Source: an optimization exercise on an open RTL-to-GDS flow (aim: small area and a short achievable clock period). Production flows keep margins and buffers that such runs may drop. In this exercise RTL edits were held to simulation tests only and were not proved equivalent to the original. Power figures rest on the tool's default switching activity, not on a simulated workload.

==> run a <==
==> flow/design.v (excerpt) <==
module frame_processor (
    input  wire logic                   clk,
    input  wire logic                   rst_n,
    input  wire logic                   i_valid_1,
    output logic                        o_ready_1,
    input  wire logic [281:0]           i_frame_1,
    output logic                        o_valid_2,
    input  wire logic                   i_ready_2,
    output logic      [281:0]           o_frame_2,
    output logic                        o_valid_3,
    input  wire logic                   i_ready_3,
    output logic      [281:0]           o_frame_3,
    output logic                        o_valid_4,
    input  wire logic                   i_ready_4,
    output logic      [25:0]            o_meta_4
);
    localparam int FW = 282;    
    localparam int MW = 26;     
    localparam int NS = 7;      
    localparam int RS = 3;      
    localparam logic [1:0] T_HEAD = 2'd0;
    localparam logic [1:0] T_TAIL = 2'd2;
    localparam logic [1:0] T_ERR  = 2'd3;
    localparam logic [1:0] S_IDLE = 2'd0;
    localparam logic [1:0] S_PROC = 2'd1;
    localparam logic [1:0] S_OUT  = 2'd2;
    localparam int SW = 2 + 1 + 256;
    logic          in_frame;
    logic [23:0]   exp_psn;
    logic [23:0]   i_psn;
    logic [1:0]    i_type;
    logic          i_correct;
    logic [SW-1:0] i_word;
    assign i_psn     = i_frame_1[281:258];
  ...
Settings: LEC_CHECK=0, CAP_MARGIN=20, CORE_MARGIN=2, CORE_UTILIZATION=65, SETUP_SLACK_MARGIN=2.6, SLEW_MARGIN=20; clock period 5.0 ns.
standard.sh (not shown) runs the stock make flow with config.mk's settings and CLKGATE_MAP_FILE= SYNTH_SCRIPT=/design/flow/synth_recipe.tcl, a recipe that flattens the netlist after the stock synthesis.
==> flow/flow/run.sh <==
#!/bin/bash
# Layout flow: the standard flow (standard.sh, unchanged synthesis) with
# three settings changed:
#  - ports are buffered with buf_2 instead of the default delay-buffer cell
#  - the resizer may change a cell's footprint (MATCH_CELL_FOOTPRINT=0)
#  - clock tree: sink clusters of up to 25 sinks within 60 um, no dummy loads
# Each tool's full output stays in orfs/logs/; make's own output goes to
# standard_flow.log in this folder.
set -euo pipefail
bash standard.sh \
  "BUFFER_PORTS_ARGS=-buffer_cell sky130_fd_sc_hd__buf_2" \
  MATCH_CELL_FOOTPRINT=0 \
  "CTS_ARGS=-sink_clustering_enable -repair_clock_nets -dont_use_dummy_load -sink_clustering_size 25 -sink_clustering_max_diameter 60" \
  finish > standard_flow.log 2>&1
==> inputs of run b, as changes to run a <==
--- a/flow/design.v
+++ b/flow/design.v
@@ -116,17 +116,17 @@
             mem_rd = mem_rd | (mem[k] & {SW{rd_oh[k]}});
         end
     end
     logic [NS-1:0] wr_oh_nxt;
     logic [3:0]    n_nxt;
     logic          rdy_nxt;
     assign wr_oh_nxt = accept ? {wr_oh[NS-2:0], wr_oh[NS-1]} : wr_oh;
     assign n_nxt     = n_cnt + {3'd0, accept} - {3'd0, pop};
-    assign rdy_nxt   = pop || !(n_cnt[3] || (n_cnt == 4'd7 && i_valid_1));
+    assign rdy_nxt   = (n_nxt != 4'd8);
     always_ff @(posedge clk) begin
         if (!rst_n) begin
             wr_oh   <= NS'(1);
             rd_oh   <= NS'(1);
             we_r    <= NS'(1);
             mem_cnt <= '0;
             n_cnt   <= '0;
             rdy_r   <= 1'b1;
@@ -139,51 +139,39 @@
             mem_cnt <= mem_cnt + {2'd0, accept} - {2'd0, load};
             n_cnt   <= n_nxt;
             rdy_r   <= rdy_nxt;
             ov      <= load || (ov && !pop);
             pend    <= load;
         end
     end
     logic cnt_inc;
-    always_ff @(posedge clk) begin
-        if (!rst_n) cnt_inc <= 1'b0;
-        else        cnt_inc <= load && mem_rd[256];
-    end
-    logic [23:0] psn_carry;
-    always_comb begin
-        psn_carry[0] = 1'b1;
-        for (int i = 1; i < 24; i++) psn_carry[i] = psn_carry[i-1] & cur_psn[i-1];
-    end
+    assign cnt_inc = load && mem_rd[256];
     always_ff @(posedge clk) begin
         if (!rst_n) begin
             cur_psn <= '1;
         end else begin
-            cur_psn <= cur_psn ^ (psn_carry & {24{cnt_inc}});
+            cur_psn <= cur_psn + {23'd0, cnt_inc};
         end
     end
     always_ff @(posedge clk) begin
         if (load) begin
             o_type  <= mem_rd[258:257];
             verdict <= mem_rd[256];
         end
     end
     localparam int NB = 29;
-    logic          add1, add2;   
-    logic [12:0]   lo_sum_a;
-    logic [12:0]   lo_sum_b;
-    logic          lo_carry_a;
+    logic [24:0]   lo_sum;
     logic          lo_carry;
     logic [NB-1:0] blk_ones;
     logic [NB-1:0] blk_pre;      
     logic [NB-1:0] blk_cin;      
     logic [231:0]  bit_pre;      
     logic [231:0]  hi_inc;
-    assign lo_sum_a = {1'b0, o_data[11:0]} + {1'b0, (cur_psn[11:0] & {12{add1}})};
-    assign lo_sum_b = {1'b0, o_data[23:12]} + {1'b0, (cur_psn[23:12] & {12{add2}})} + {12'd0, lo_carry_a};
+    assign lo_sum = {1'b0, o_data[23:0]} + {1'b0, (cur_psn & {24{pend && verdict}})};
     logic [6:0]  bp [NB];
     logic [NB-1:0] blk_pp;
     always_comb begin
         for (int b = 0; b < NB; b++) begin
             bp[b] = o_data[24+b*8 +: 7];
             for (int k = 0; k < 3; k++) begin
                 for (int i = 0; i < 7; i++) begin
                     if ((i >> k) & 1) bp[b][i] = bp[b][i] & bp[b][((i >> k) << k) - 1];
@@ -196,38 +184,27 @@
         for (int k = 0; k < 5; k++) begin
             for (int i = 0; i < NB; i++) begin
                 if ((i >> k) & 1) blk_pp[i] = blk_pp[i] & blk_pp[((i >> k) << k) - 1];
             end
         end
         blk_pre = {blk_pp[NB-2:0], 1'b1};
     end
     always_ff @(posedge clk) begin
-        if (!rst_n) begin
-            add1       <= 1'b0;
-            add2       <= 1'b0;
-            lo_carry_a <= 1'b0;
-            lo_carry   <= 1'b0;
-            blk_cin    <= '0;
-        end else begin
-            add1       <= cnt_inc;
-            add2       <= add1;
-            lo_carry_a <= lo_sum_a[12];
-            lo_carry   <= lo_sum_b[12];
-            blk_cin    <= blk_pre & {NB{lo_carry}};
-        end
+        lo_carry <= lo_sum[24];
+        blk_cin  <= blk_pre & {NB{lo_carry}};
     end
     for (genvar b = 0; b < NB; b++) begin : g_inc
         assign hi_inc[b*8 +: 8] = o_data[24+b*8 +: 8] ^ (bit_pre[b*8 +: 8] & {8{blk_cin[b]}});
     end
     always_ff @(posedge clk) begin
         if (load) begin
             o_data <= mem_rd[255:0];
         end else begin
-            o_data <= {hi_inc, lo_sum_b[11:0], lo_sum_a[11:0]};
+            o_data <= {hi_inc, lo_sum[23:0]};
         end
     end
     logic [23:0] o_psn;
     assign o_psn = verdict ? cur_psn : o_data[23:0];
     logic [1:0] ds_nxt;
     logic       rfull_r;
     always_comb begin
         ds_nxt = ds;
==> flow/run.sh (new file) <==
#!/bin/bash
# synth_recipe.tcl (not shown) runs the flow's synth.tcl, then flattens the netlist and writes it again
# the make line also repeats each setting of config.mk as NAME=value (left out here)
make -C /OpenROAD-flow-scripts/flow DESIGN_CONFIG=/design/flow/config.mk WORK_HOME=/design/flow/orfs CLKGATE_MAP_FILE= SYNTH_SCRIPT=/design/flow/synth_recipe.tcl finish
==> flow/config.mk (replaced) <==
export PLATFORM = sky130hd
export DESIGN_NAME = frame_processor
export DESIGN_NICKNAME = frame_processor
export VERILOG_FILES = /design/flow/design.v
export SDC_FILE = /design/flow/constraint.sdc
export NUM_CORES = 4
export LEC_CHECK = 0
export CAP_MARGIN = 20
export CORE_MARGIN = 2
export CORE_UTILIZATION = 50
export SETUP_SLACK_MARGIN = 2.4
export SLEW_MARGIN = 20
removed: flow/flow/run.sh
removed: flow/standard.sh
==> inputs of run c, as changes to run a <==
==> flow/design.v (replaced) <==
`default_nettype none
package frame_pkg;
    localparam int PSN_W  = 24;
    localparam int DATA_W = 256;
    typedef enum logic [1:0] {
        TYPE_HEAD = 2'd0,
        TYPE_BODY = 2'd1,
        TYPE_TAIL = 2'd2,
        TYPE_ERR  = 2'd3
    } frame_type_e;
    typedef struct packed {
        logic [PSN_W-1:0] psn;
        frame_type_e      ftype;
    } frame_meta_t;
    typedef struct packed {
        frame_meta_t       meta;
        logic [DATA_W-1:0] data;
    } frame_t;
    typedef struct packed {
        logic   correct;
        frame_t frame;
    } fifo_entry_t;
endpackage
`default_nettype wire
`default_nettype none
package proc_pkg;
    localparam int DEF_CORRECT_DELAY = 5;
    localparam int DEF_ERROR_DELAY   = 2;
    localparam int DEF_REPORT_DELAY  = 4;
    localparam int DELAY_W = 3;
    localparam int DEF_MAIN_DEPTH = 8;
    localparam int DEF_RPT_DEPTH  = 4;
    typedef enum logic [1:0] {
        IDLE,
        PROCESS,
        OUTPUT
    } stage_state_e;
endpackage
`default_nettype wire
`timescale 1ns/1ps
`default_nettype none
module frame_processor (
    input  wire logic                   clk,
    input  wire logic                   rst_n,
    input  wire logic                   i_valid_1,
    output logic                        o_ready_1,
    input  wire logic [281:0]           i_frame_1,
    output logic                        o_valid_2,
    input  wire logic                   i_ready_2,
    output logic      [281:0]           o_frame_2,
    output logic                        o_valid_3,
    input  wire logic                   i_ready_3,
    output logic      [281:0]           o_frame_3,
    output logic                        o_valid_4,
    input  wire logic                   i_ready_4,
    output logic      [25:0]            o_meta_4
);
    localparam int FW = 282;    
    localparam int MW = 26;     
    localparam int NS = 7;      
    localparam int RS = 3;      
    localparam logic [1:0] T_HEAD = 2'd0;
    localparam logic [1:0] T_TAIL = 2'd2;
    localparam logic [1:0] T_ERR  = 2'd3;
    localparam logic [1:0] S_IDLE = 2'd0;
    localparam logic [1:0] S_PROC = 2'd1;
    localparam logic [1:0] S_OUT  = 2'd2;
    logic [FW-1:0] mem [NS];
    logic [NS-1:0] wr_oh, rd_oh, we_r;
    logic [2:0]    mem_cnt;
    logic [3:0]    n_cnt;
    logic          rdy_r;
    logic          ov, pend;
    logic [FW-1:0] oreg;
    logic          verdict;
    logic          in_frame;
    logic [23:0]   exp_psn;
    logic [1:0]    ds;
    logic [2:0]    dcnt;
    logic          v2_r, v3_r;
    logic          accept, load, pop;
    logic [FW-1:0] mem_rd;
    assign accept = i_valid_1 && rdy_r;
    assign load   = !ov && (mem_cnt != 3'd0);
    assign pop    = (v2_r && i_ready_2) || (v3_r && i_ready_3);
    for (genvar k = 0; k < NS; k++) begin : g_mem
        always_ff @(posedge clk) begin
            if (we_r[k]) mem[k] <= i_frame_1;
        end
    end
    always_comb begin
        mem_rd = '0;
        for (int k = 0; k < NS; k++) begin
            mem_rd = mem_rd | (mem[k] & {FW{rd_oh[k]}});
        end
    end
    logic [NS-1:0] wr_oh_nxt;
    logic [3:0]    n_nxt;
    logic          rdy_nxt;
    assign wr_oh_nxt = accept ? {wr_oh[NS-2:0], wr_oh[NS-1]} : wr_oh;
    assign n_nxt     = n_cnt + {3'd0, accept} - {3'd0, pop};
    assign rdy_nxt   = (n_nxt != 4'd8);
    always_ff @(posedge clk) begin
        if (!rst_n) begin
            wr_oh   <= NS'(1);
            rd_oh   <= NS'(1);
            we_r    <= NS'(1);
            mem_cnt <= '0;
            n_cnt   <= '0;
            rdy_r   <= 1'b1;
            ov      <= 1'b0;
            pend    <= 1'b0;
        end else begin
            wr_oh   <= wr_oh_nxt;
            we_r    <= wr_oh_nxt & {NS{rdy_nxt}};
            if (load) rd_oh <= {rd_oh[NS-2:0], rd_oh[NS-1]};
            mem_cnt <= mem_cnt + {2'd0, accept} - {2'd0, load};
            n_cnt   <= n_nxt;
            rdy_r   <= rdy_nxt;
            ov      <= load || (ov && !pop);
            pend    <= load;
        end
    end
    logic [23:0]  o_psn;
    logic [1:0]   o_type;
    logic [255:0] o_data;
    logic         correct;
    assign o_psn  = oreg[281:258];
    assign o_type = oreg[257:256];
    assign o_data = oreg[255:0];
    assign correct = ((o_type == T_HEAD) || in_frame) && (o_psn == exp_psn) && (o_type != T_ERR);
    always_ff @(posedge clk) begin
        if (load) begin
            oreg <= mem_rd;
        end else begin
            oreg[255:0] <= o_data + {232'd0, (o_psn & {24{pend}})};
        end
    end
    always_ff @(posedge clk) begin
        if (!rst_n) begin
            in_frame <= 1'b0;
            exp_psn  <= '0;
        end else if (pend) begin
            if (o_type == T_HEAD) in_frame <= 1'b1;
            else if (o_type == T_TAIL) in_frame <= 1'b0;
            if (correct) exp_psn <= exp_psn + 1'b1;
        end
    end
    always_ff @(posedge clk) begin
        if (pend) verdict <= correct;
    end
    logic [1:0] ds_nxt;
    logic       rfull_r;
    always_comb begin
        ds_nxt = ds;
        case (ds)
            S_IDLE: if (n_cnt != 4'd0 && !rfull_r) ds_nxt = S_PROC;
            S_PROC: if (dcnt == (verdict ? 3'd4 : 3'd1)) ds_nxt = S_OUT;
            S_OUT:  if (pop) ds_nxt = S_IDLE;
            default: ds_nxt = S_IDLE;
        endcase
    end
    always_ff @(posedge clk) begin
        if (!rst_n) begin
            ds   <= S_IDLE;
            dcnt <= '0;
            v2_r <= 1'b0;
            v3_r <= 1'b0;
        end else begin
            ds   <= ds_nxt;
            dcnt <= (ds == S_PROC) ? dcnt + 1'b1 : 3'd0;
            v2_r <= (ds_nxt == S_OUT) && verdict;
            v3_r <= (ds_nxt == S_OUT) && !verdict;
        end
    end
    assign o_ready_1 = rdy_r;
    assign o_valid_2 = v2_r;
    assign o_valid_3 = v3_r;
    assign o_frame_2 = oreg;
    assign o_frame_3 = {oreg[281:256], 256'd0};
    logic [MW-1:0] rmem [RS];
    logic [RS-1:0] rwr_oh, rrd_oh, rwe_r;
    logic [1:0]    rmem_cnt;
    logic [2:0]    rc;
    logic          rov;
    logic [MW-1:0] rreg;
    logic [MW-1:0] rmem_rd;
    logic [1:0]    rs;
    logic [1:0]    rcnt;
    logic          v4_r;
    logic          rload, rpop;
    assign rload = !rov && (rmem_cnt != 2'd0);
    assign rpop  = v4_r && i_ready_4;
    for (genvar k = 0; k < RS; k++) begin : g_rmem
        always_ff @(posedge clk) begin
            if (rwe_r[k]) rmem[k] <= oreg[281:256];
        end
    end
    always_comb begin
        rmem_rd = '0;
        for (int k = 0; k < RS; k++) begin
            rmem_rd = rmem_rd | (rmem[k] & {MW{rrd_oh[k]}});
        end
    end
    always_ff @(posedge clk) begin
        if (rload) rreg <= rmem_rd;
    end
    logic [RS-1:0] rwr_oh_nxt;
    logic [2:0]    rc_nxt;
    logic          rfull_nxt;
    assign rwr_oh_nxt = pop ? {rwr_oh[RS-2:0], rwr_oh[RS-1]} : rwr_oh;
    assign rc_nxt     = rc + {2'd0, pop} - {2'd0, rpop};
    assign rfull_nxt  = (rc_nxt == 3'd4);
    logic [1:0] rs_nxt;
    always_comb begin
        rs_nxt = rs;
        case (rs)
            S_IDLE: if (rc != 3'd0) rs_nxt = S_PROC;
            S_PROC: if (rcnt == 2'd3) rs_nxt = S_OUT;
            S_OUT:  if (i_ready_4) rs_nxt = S_IDLE;
            default: rs_nxt = S_IDLE;
        endcase
    end
    always_ff @(posedge clk) begin
        if (!rst_n) begin
            rwr_oh   <= RS'(1);
            rrd_oh   <= RS'(1);
            rwe_r    <= RS'(1);
            rmem_cnt <= '0;
            rc       <= '0;
            rfull_r  <= 1'b0;
            rov      <= 1'b0;
            rs       <= S_IDLE;
            rcnt     <= '0;
            v4_r     <= 1'b0;
        end else begin
            rwr_oh   <= rwr_oh_nxt;
            rwe_r    <= rwr_oh_nxt & {RS{!rfull_nxt}};
            if (rload) rrd_oh <= {rrd_oh[RS-2:0], rrd_oh[RS-1]};
            rmem_cnt <= rmem_cnt + {1'b0, pop} - {1'b0, rload};
            rc       <= rc_nxt;
            rfull_r  <= rfull_nxt;
            rov      <= rload || (rov && !rpop);
            rs       <= rs_nxt;
            rcnt     <= (rs == S_PROC) ? rcnt + 1'b1 : 2'd0;
            v4_r     <= (rs_nxt == S_OUT);
        end
    end
    assign o_valid_4 = v4_r;
    assign o_meta_4  = rreg;
endmodule
`default_nettype wire
==> flow/run.sh (new file) <==
#!/bin/bash
# synth_recipe.tcl (not shown) runs the flow's synth.tcl, then flattens the netlist and writes it again
# the make line also repeats each setting of config.mk as NAME=value (left out here)
make -C /OpenROAD-flow-scripts/flow DESIGN_CONFIG=/design/flow/config.mk WORK_HOME=/design/flow/orfs CLKGATE_MAP_FILE= SYNTH_SCRIPT=/design/flow/synth_recipe.tcl finish
==> flow/config.mk (replaced) <==
export PLATFORM = sky130hd
export DESIGN_NAME = frame_processor
export DESIGN_NICKNAME = frame_processor
export VERILOG_FILES = /design/flow/design.v
export SDC_FILE = /design/flow/constraint.sdc
export NUM_CORES = 4
export LEC_CHECK = 0
export CAP_MARGIN = 20
export CORE_MARGIN = 2
export CORE_UTILIZATION = 40
export SETUP_SLACK_MARGIN = 0.3
export SLEW_MARGIN = 20
removed: flow/flow/run.sh
removed: flow/standard.sh
==> inputs of run d, as changes to run a <==
--- a/flow/design.v
+++ b/flow/design.v
@@ -116,17 +116,17 @@
             mem_rd = mem_rd | (mem[k] & {SW{rd_oh[k]}});
         end
     end
     logic [NS-1:0] wr_oh_nxt;
     logic [3:0]    n_nxt;
     logic          rdy_nxt;
     assign wr_oh_nxt = accept ? {wr_oh[NS-2:0], wr_oh[NS-1]} : wr_oh;
     assign n_nxt     = n_cnt + {3'd0, accept} - {3'd0, pop};
-    assign rdy_nxt   = pop || !(n_cnt[3] || (n_cnt == 4'd7 && i_valid_1));
+    assign rdy_nxt   = (n_nxt != 4'd8);
     always_ff @(posedge clk) begin
         if (!rst_n) begin
             wr_oh   <= NS'(1);
             rd_oh   <= NS'(1);
             we_r    <= NS'(1);
             mem_cnt <= '0;
             n_cnt   <= '0;
             rdy_r   <= 1'b1;
@@ -139,20 +139,17 @@
             mem_cnt <= mem_cnt + {2'd0, accept} - {2'd0, load};
             n_cnt   <= n_nxt;
             rdy_r   <= rdy_nxt;
             ov      <= load || (ov && !pop);
             pend    <= load;
         end
     end
     logic cnt_inc;
-    always_ff @(posedge clk) begin
-        if (!rst_n) cnt_inc <= 1'b0;
-        else        cnt_inc <= load && mem_rd[256];
-    end
+    assign cnt_inc = load && mem_rd[256];
     logic [23:0] psn_carry;
     always_comb begin
         psn_carry[0] = 1'b1;
         for (int i = 1; i < 24; i++) psn_carry[i] = psn_carry[i-1] & cur_psn[i-1];
     end
     always_ff @(posedge clk) begin
         if (!rst_n) begin
             cur_psn <= '1;
==> flow/config.mk (replaced) <==
export PLATFORM = sky130hd
export DESIGN_NAME = frame_processor
export DESIGN_NICKNAME = frame_processor
export VERILOG_FILES = /design/flow/design.v
export SDC_FILE = /design/flow/constraint.sdc
export NUM_CORES = 4
export LEC_CHECK = 0
export CAP_MARGIN = 20
export CORE_MARGIN = 2
export CORE_UTILIZATION = 65
export SETUP_SLACK_MARGIN = 2.5
export SLEW_MARGIN = 20
==> flow_summary.yaml <==
run_status:
  status: "no timing/DRC/antenna violations"
floorplanning:
  core-area_sq_mm: 0.1736
power:
  sw_frac_of_total: 0.3136
  p_clk_frac: 0.292
clock_tree:
  clk_pin_slew_ns: 0.06
  clock-sinks: 2314
setup_path:
  crit_path_top_delay_cell: "edfxtp_1"
  worstPathRequired_ns: 5.78
logic_synthesis:
  synthSimpleGateAreaFrac: 0.05441
The numbers above come from run b.

==> flow_summary.yaml <==
run_status:
  status: "no timing/DRC/antenna violations"
power:
  fin_total_pwr_uw: 48540
  p_clk_frac: 0.223
  sw_frac_of_total: 0.3145
logic_synthesis:
  synthSimpleGateAreaFrac: 0.05168
  yosys-top-cells-area: "edfxtp_1, dfxtp_1, a222oi_1"
  ys_ff_latch: 2317
setup_path:
  crit_path_top_delay_cell: "edfxtp_1"
  worstPathRequired_ns: 4.00
clock_tree:
  clk_pin_slew_ns: 0.07
  clock-sinks: 2317
floorplanning:
  core-area_sq_mm: 0.1331
hold_path:
  whs_endpoint: "rcnt[0]"
  min-delay-start: "rcnt[0]"
global_routing:
  grt.total_usage: 0.3185
The numbers above come from run a.

==> flow_summary.yaml <==
run_status:
  status: "no timing/DRC/antenna violations"
setup_path:
  worstPathRequired_ns: 4.00
  cp.depth: 1
  crit_path_top_delay_cell: "edfxtp_1"
logic_synthesis:
  synth_area_sq_mm: 0.08703
  synthSimpleGateAreaFrac: 0.04904
layout:
  clkCellAreaFrac: 0.03778
clock_tree:
  cts_buffers: 144
  clk_pin_slew_ns: 0.08
  clock-sinks: 2316
floorplanning:
  row_count: 134
  core-area_sq_mm: 0.1331
  num_io_pins: 882
timing:
  finalSetupViolCount: 0
  max_freq_ghz: 0.3998
power:
  p_clk_frac: 0.212
  sw_frac_of_total: 0.3271
The numbers above come from run d.

==> flow_summary.yaml <==
run_status:
  status: "no timing/DRC/antenna violations"
layout:
  antenna_cells: 27
  fin_cells: 10740
  seq_cell_count: 2445
setup_path:
  rrSetupSlack_ns: 0.78
  crit_path_top_delay_cell: "and4bb_1"
  crit_family: "simple AND/OR/NAND/NOR gates"
drt:
  met1Wirelength_um: 139400
clock_tree:
  clock-sinks: 2445
  clk_pin_slew_ns: 0.06
logic_synthesis:
  synthSimpleGateAreaFrac: 0.09565
power:
  p_clk_frac: 0.286
  power.leakage_uw: 0.03722
  sw_frac_of_total: 0.3555
The numbers above come from run c.

-- separate check: timing with driven ports --
In the flow no input, the clock included, has a driving cell. The finished layouts below were timed again as built, in two steps.
Step 1 sets driving cells, clkbuf_16 on the clock port and buf_2 on the other inputs (assumed; they add their load-dependent delay and slew).
Step 2 times the ports against the registers' clock, not the clock port: input delays grow and output delays shrink by t, the midpoint of the rising clock arrivals with the driver on.
Slacks: ideal ports / drivers / drivers and shift; pairs: ideal ports / drivers.
run	t, ns	setup WS [ns]	hold slack, ns
run a	0.847	2.523 / 2.441 / 1.816	0.431 / 0.398 / 0.431
run b	0.925	2.155 / 2.155 / 1.402	0.375 / 0.375 / 0.375
run c	0.990	0.779 / 0.779 / 0.779	0.446 / 0.446 / 0.446
run d	0.843	2.499 / 2.415 / 1.799	0.426 / 0.402 / 0.426
After both steps every run listed still meets setup and hold. For run b, which loses most, drivers alone change the setup slack by 0.000 ns; drivers and shift together by -0.753 ns.
